Background: an optimization exercise with open tools, aiming at small area, a short achievable clock period and few clock cycles per item. Do not read the settings as production practice. The RTL was checked by simulation tests, not by an equivalence proof against the original design.

==> trial 57: inputs <==
## matrix_multiply
module matrix_multiply #(
  parameter int MAX_DIM = 8,
  parameter int FRAC_BITS = 16,
  parameter int DATA_WIDTH = 32
) (
  input  logic               clk,
  input  logic               rst,
  input  logic               in_valid,
  output logic               in_ready,
  input  logic [1:0]         operation,
  input  logic [2:0]         row_index,
  input  logic [2:0]         col_index,
  input  logic signed [31:0] element_value,
  output logic               out_valid,
  input  logic               out_ready,
  output logic [2:0]         out_row,
  output logic [2:0]         out_col,
  output logic signed [31:0] product_value,
  output logic               last,
  input  logic               cfg_valid,
  output logic               cfg_ready,
  input  logic [1:0]         cfg_index,
  input  logic [3:0]         cfg_data
);
  mm_pkg::dims_t dims;
  mm_pkg::cmd_t head;
  logic head_valid, pop;
  assign cfg_ready = 1'b1;
  always_ff @(posedge clk) begin
    if (rst) begin
      dims.rows <= 4'd8;
      dims.inner <= 4'd8;
      dims.cols <= 4'd8;
    end else if (cfg_valid) begin
      unique case (cfg_index)
        mm_pkg::REG_ROWS: dims.rows <= cfg_data;
        mm_pkg::REG_INNER: dims.inner <= cfg_data;
        mm_pkg::REG_COLS: dims.cols <= cfg_data;
        default: ;
      endcase
    end
  end
  mm_front u_front (
    .clk(clk), .rst(rst), .in_valid(in_valid), .in_ready(in_ready),
    .operation(operation), .row_index(row_index), .col_index(col_index),
    .element_value(element_value), .pop(pop), .head_valid(head_valid), .head(head)
  );
  mm_back u_back (
    .clk(clk), .rst(rst), .head_valid(head_valid), .head(head), .dims(dims), .pop(pop),
    .out_valid(out_valid), .out_ready(out_ready), .out_row(out_row),
    .out_col(out_col), .product_value(product_value), .last(last)
  );
endmodule
make LEC_CHECK=0 CAP_MARGIN=20 CORE_MARGIN=2 CORE_UTILIZATION=55 SLEW_MARGIN=20 finish   # period 10.0 ns
run.sh (not shown) runs the stock make flow with config.mk's settings and CLKGATE_MAP_FILE= SYNTH_SCRIPT=/design/flow/synth_recipe.tcl, a recipe that flattens the netlist after the stock synthesis.
==> build 68 (differences from trial 57) <==
--- a/flow/design.v
+++ b/flow/design.v
@@ -8400,15 +8400,15 @@
   assign s[65] = q2190;
   assign c[65] = q2191;
   assign s[66] = q2192;
   assign c[66] = q2193;
 endmodule
 `timescale 1ns / 1ps
 module mm_back #(
-  parameter int RES_DEPTH = 6
+  parameter int RES_DEPTH = 5
 ) (
   input  logic                clk,
   input  logic                rst,
   input  logic                head_valid,
   input  mm_pkg::cmd_t        head,
   input  mm_pkg::dims_t       dims,
   output logic                pop,
@@ -8434,27 +8434,32 @@
     for (genvar c = 0; c < 8; c++) begin : g_col
       always_ff @(posedge clk) begin
         if (wr_a && head.row == 3'(r) && head.col == 3'(c)) amem[r][c] <= head.data;
         if (wr_b && head.row == 3'(c) && head.col == 3'(r)) bmem[c][r] <= head.data;
       end
     end
   end
-  logic busy;
+  logic busy, run;
   logic [2:0] i, j;
   logic h;
   logic [2:0] nr_last, nk_last, nc_last;
+  logic [2:0] nr_cur, nk_cur, nc_cur;
   logic [CW-1:0] inflight;
   logic issue, el_first, el_last, el_final, start;
   logic a_block, b_block;
   logic delivered;
   assign delivered = out_valid && out_ready;
+  assign run = busy || start;
+  assign nr_cur = busy ? nr_last : last_index(dims.rows);
+  assign nk_cur = busy ? nk_last : last_index(dims.inner);
+  assign nc_cur = busy ? nc_last : last_index(dims.cols);
   assign el_first = !h;
-  assign el_last = h || !nk_last[2];
-  assign el_final = el_last && (i == nr_last) && (j == nc_last);
-  assign issue = busy && (h || (inflight != CW'(CAP)));
+  assign el_last = h || !nk_cur[2];
+  assign el_final = el_last && (i == nr_cur) && (j == nc_cur);
+  assign issue = run && (h || (inflight != CW'(CAP)));
   assign a_block = busy && (head.row >= i) && (head.row <= nr_last) && (head.col <= nk_last);
   assign b_block = busy && (head.row <= nk_last) && (head.col <= nc_last) &&
                    !((i == nr_last) && (head.col < j));
   always_comb begin
     pop = 1'b0;
     wr_a = 1'b0;
     wr_b = 1'b0;
@@ -8476,39 +8481,36 @@
       endcase
     end
   end
   logic busy_nx;
   logic [2:0] i_nx, j_nx, nk_last_nx;
   logic h_nx;
   always_comb begin
-    busy_nx = busy;
+    busy_nx = run;
     i_nx = i;
     j_nx = j;
     h_nx = h;
-    nk_last_nx = nk_last;
-    if (start) begin
-      busy_nx = 1'b1;
-      nk_last_nx = last_index(dims.inner);
-      i_nx = '0;
-      j_nx = '0;
-      h_nx = 1'b0;
-    end else if (issue) begin
+    if (issue) begin
       if (!el_last) begin
         h_nx = 1'b1;
       end else begin
         h_nx = 1'b0;
-        if (j == nc_last) begin
+        if (el_final) begin
+          busy_nx = 1'b0;
+          i_nx = '0;
+          j_nx = '0;
+        end else if (j == nc_cur) begin
           j_nx = '0;
           i_nx = i + 1'b1;
-          if (i == nr_last) busy_nx = 1'b0;
         end else begin
           j_nx = j + 1'b1;
         end
       end
     end
+    nk_last_nx = busy_nx ? nk_cur : last_index(dims.inner);
   end
   always_ff @(posedge clk) begin
     if (rst) begin
       busy <= 1'b0;
       inflight <= '0;
       i <= '0;
       j <= '0;
@@ -8518,17 +8520,17 @@
       nc_last <= '0;
     end else begin
       inflight <= inflight + CW'(issue && el_first) - CW'(delivered);
       busy <= busy_nx;
       i <= i_nx;
       j <= j_nx;
       h <= h_nx;
-      nk_last <= nk_last_nx;
       if (start) begin
         nr_last <= last_index(dims.rows);
+        nk_last <= last_index(dims.inner);
         nc_last <= last_index(dims.cols);
       end
     end
   end
   logic [15:0] asel;   
   logic [15:0] bsel;   
   logic [3:0] kval;    
@@ -8567,42 +8569,41 @@
     tag0.row <= i;
     tag0.col <= j;
     tag0.last <= el_final;
     tag0.value <= '0;
   end
   logic [W-1:0] pr [16];
   logic [W-1:0] pr1 [16];
-  logic first1, last1;
+  logic last1;
   mm_pkg::res_t tag1;
   for (genvar q = 0; q < 4; q++) begin : g_mul
     mm_mul u_mul (
       .a(a_op[q]), .b(b_op[q]),
       .s0(pr[4*q]), .c0(pr[4*q+1]), .s1(pr[4*q+2]), .c1(pr[4*q+3])
     );
   end
   always_ff @(posedge clk) begin
     for (int r = 0; r < 16; r++) pr1[r] <= pr[r];
-    first1 <= first0;
     last1 <= last0;
     tag1 <= tag0;
   end
   logic [W-1:0] acc_s, acc_c, nsum, ncar, acc_sm, acc_cm;
   mm_pkg::res_t tag2;
-  assign acc_sm = first1 ? '0 : acc_s;
-  assign acc_cm = first1 ? '0 : acc_c;
   mm_csa u_csa (
     .r0(pr1[0]), .r1(pr1[1]), .r2(pr1[2]), .r3(pr1[3]),
     .r4(pr1[4]), .r5(pr1[5]), .r6(pr1[6]), .r7(pr1[7]),
     .r8(pr1[8]), .r9(pr1[9]), .r10(pr1[10]), .r11(pr1[11]),
     .r12(pr1[12]), .r13(pr1[13]), .r14(pr1[14]), .r15(pr1[15]),
     .r16(acc_sm), .r17(acc_cm), .s(nsum), .c(ncar)
   );
   always_ff @(posedge clk) begin
     acc_s <= nsum;
     acc_c <= ncar;
+    acc_sm <= first0 ? '0 : nsum;
+    acc_cm <= first0 ? '0 : ncar;
     tag2 <= tag1;
   end
   logic [W-1:0] total;
   logic signed [W-17:0] shifted;   
   mm_pkg::res_t tag3;
   assign total = acc_s + acc_c;
   always_ff @(posedge clk) begin
@@ -8611,40 +8612,36 @@
   end
   logic [31:0] sat;
   mm_pkg::res_t res3;
   always_comb begin
     if (shifted[W-17:31] == '0 || shifted[W-17:31] == '1) sat = shifted[31:0];
     else if (shifted[W-17]) sat = 32'h8000_0000;
     else sat = 32'h7FFF_FFFF;
+    res3.row = tag3.row;
+    res3.col = tag3.col;
+    res3.last = tag3.last;
+    res3.value = sat;
   end
-  always_ff @(posedge clk) begin
-    res3.row <= tag3.row;
-    res3.col <= tag3.col;
-    res3.last <= tag3.last;
-    res3.value <= sat;
-  end
-  logic v0, v1, v2, v3, v4;
+  logic v0, v1, v2, v3;
   always_ff @(posedge clk) begin
     if (rst) begin
       v0 <= 1'b0;
       v1 <= 1'b0;
       v2 <= 1'b0;
       v3 <= 1'b0;
-      v4 <= 1'b0;
     end else begin
       v0 <= issue;
       v1 <= v0;
       v2 <= v1 && last1;
       v3 <= v2;
-      v4 <= v3;
     end
   end
   mm_pkg::res_t out_res;
   mm_queue #(.DEPTH(RES_DEPTH)) u_res (
-    .clk(clk), .rst(rst), .in_valid(v4), .in_res(res3),
+    .clk(clk), .rst(rst), .in_valid(v3), .in_res(res3),
     .out_valid(out_valid), .out_ready(out_ready), .out_res(out_res)
   );
   assign out_row = out_res.row;
   assign out_col = out_res.col;
   assign product_value = out_res.value;
   assign last = out_res.last;
 endmodule
==> flow/config.mk (replaced) <==
export PLATFORM = sky130hd
export DESIGN_NAME = matrix_multiply
export DESIGN_NICKNAME = matrix_multiply
export VERILOG_FILES = /design/flow/design.v
export SDC_FILE = /design/flow/constraint.sdc
export NUM_CORES = 4
export LEC_CHECK = 0
export CAP_MARGIN = 20
export CORE_MARGIN = 2
export CORE_UTILIZATION = 70
export SLEW_MARGIN = 20
==> trial 51 (differences from trial 57) <==
--- a/flow/design.v
+++ b/flow/design.v
@@ -8400,15 +8400,15 @@
   assign s[65] = q2190;
   assign c[65] = q2191;
   assign s[66] = q2192;
   assign c[66] = q2193;
 endmodule
 `timescale 1ns / 1ps
 module mm_back #(
-  parameter int RES_DEPTH = 6
+  parameter int RES_DEPTH = 5
 ) (
   input  logic                clk,
   input  logic                rst,
   input  logic                head_valid,
   input  mm_pkg::cmd_t        head,
   input  mm_pkg::dims_t       dims,
   output logic                pop,
@@ -8597,54 +8597,46 @@
     .r16(acc_sm), .r17(acc_cm), .s(nsum), .c(ncar)
   );
   always_ff @(posedge clk) begin
     acc_s <= nsum;
     acc_c <= ncar;
     tag2 <= tag1;
   end
-  logic [W-1:0] total;
-  logic signed [W-17:0] shifted;   
-  mm_pkg::res_t tag3;
-  assign total = acc_s + acc_c;
-  always_ff @(posedge clk) begin
-    shifted <= total[W-1:16];
-    tag3 <= tag2;
-  end
+  logic signed [W-1:0] total;
   logic [31:0] sat;
   mm_pkg::res_t res3;
+  assign total = acc_s + acc_c;
   always_comb begin
-    if (shifted[W-17:31] == '0 || shifted[W-17:31] == '1) sat = shifted[31:0];
-    else if (shifted[W-17]) sat = 32'h8000_0000;
+    if (total[W-1:47] == '0 || total[W-1:47] == '1) sat = total[47:16];
+    else if (total[W-1]) sat = 32'h8000_0000;
     else sat = 32'h7FFF_FFFF;
   end
   always_ff @(posedge clk) begin
-    res3.row <= tag3.row;
-    res3.col <= tag3.col;
-    res3.last <= tag3.last;
+    res3.row <= tag2.row;
+    res3.col <= tag2.col;
+    res3.last <= tag2.last;
     res3.value <= sat;
   end
-  logic v0, v1, v2, v3, v4;
+  logic v0, v1, v2, v3;
   always_ff @(posedge clk) begin
     if (rst) begin
       v0 <= 1'b0;
       v1 <= 1'b0;
       v2 <= 1'b0;
       v3 <= 1'b0;
-      v4 <= 1'b0;
     end else begin
       v0 <= issue;
       v1 <= v0;
       v2 <= v1 && last1;
       v3 <= v2;
-      v4 <= v3;
     end
   end
   mm_pkg::res_t out_res;
   mm_queue #(.DEPTH(RES_DEPTH)) u_res (
-    .clk(clk), .rst(rst), .in_valid(v4), .in_res(res3),
+    .clk(clk), .rst(rst), .in_valid(v3), .in_res(res3),
     .out_valid(out_valid), .out_ready(out_ready), .out_res(out_res)
   );
   assign out_row = out_res.row;
   assign out_col = out_res.col;
   assign product_value = out_res.value;
   assign last = out_res.last;
 endmodule
==> flow/config.mk (replaced) <==
export PLATFORM = sky130hd
export DESIGN_NAME = matrix_multiply
export DESIGN_NICKNAME = matrix_multiply
export VERILOG_FILES = /design/flow/design.v
export SDC_FILE = /design/flow/constraint.sdc
export NUM_CORES = 4
export LEC_CHECK = 0
export CAP_MARGIN = 20
export CORE_MARGIN = 2
export CORE_UTILIZATION = 40
export SLEW_MARGIN = 20
==> notes <==
Between trial 57 and trial 51, the lower via count is in trial 57 (gap 0.46%, measured against trial 51). Critical path depth: trial 57 < trial 51 < build 68. Clock-buffer cell count: trial 57 > trial 51 > build 68. Between build 68 and trial 57, the lower first-iteration DRC count is in trial 57 (gap about 26%, measured against trial 57). Clock skew: trial 57 > build 68 > trial 51. Of build 68 and trial 57, build 68 has the higher synthesized cell count (gap 0.71%, measured against trial 57).
Testbench counts of trial 57, summed over its fixed seeds: cycles 8,301, elements 2,482.
Testbench counts of build 68, summed over its fixed seeds: cycles 8,223, elements 2,482.
Testbench counts of trial 51, summed over its fixed seeds: cycles 8,287, elements 2,482.

==> port drivers added, routing unchanged <==
How much do the figures lean on ideal ports? The routed layouts below were timed once more, with nothing changed but the port constraints. Step 1 (the two cells are an assumption about what drives the block):
set clk [get_ports {clk}]
set_driving_cell -lib_cell sky130_fd_sc_hd__clkbuf_16 $clk
set_driving_cell -lib_cell sky130_fd_sc_hd__buf_2 [delete_from_list [all_inputs] $clk]
Step 2 times the ports against the registers' clock, not the clock port: input delays grow and output delays shrink by t, the midpoint of the rising clock arrivals with the driver on. Slacks: ideal / step 1 / step 2; pairs: ideal / step 1.
run	t (ns)	setup slack, ns	hold WS [ns]	clock arrival spread, ns	slew at the worst register clock pin (ns)
trial 57	1.234	5.278 / 5.278 / 4.782	0.286 / 0.286 / 0.286	0.149 / 0.149	0.07 / 0.07
build 68	1.242	5.221 / 5.221 / 4.691	0.296 / 0.296 / 0.296	0.102 / 0.102	0.07 / 0.07
trial 51	1.253	4.799 / 4.799 / 4.799	0.325 / 0.325 / 0.325	0.093 / 0.094	0.08 / 0.08
After both steps every run listed still meets setup and hold. The setup slack of build 68, which loses most, moves by 0.000 ns with the drivers and by -0.530 ns with both steps.
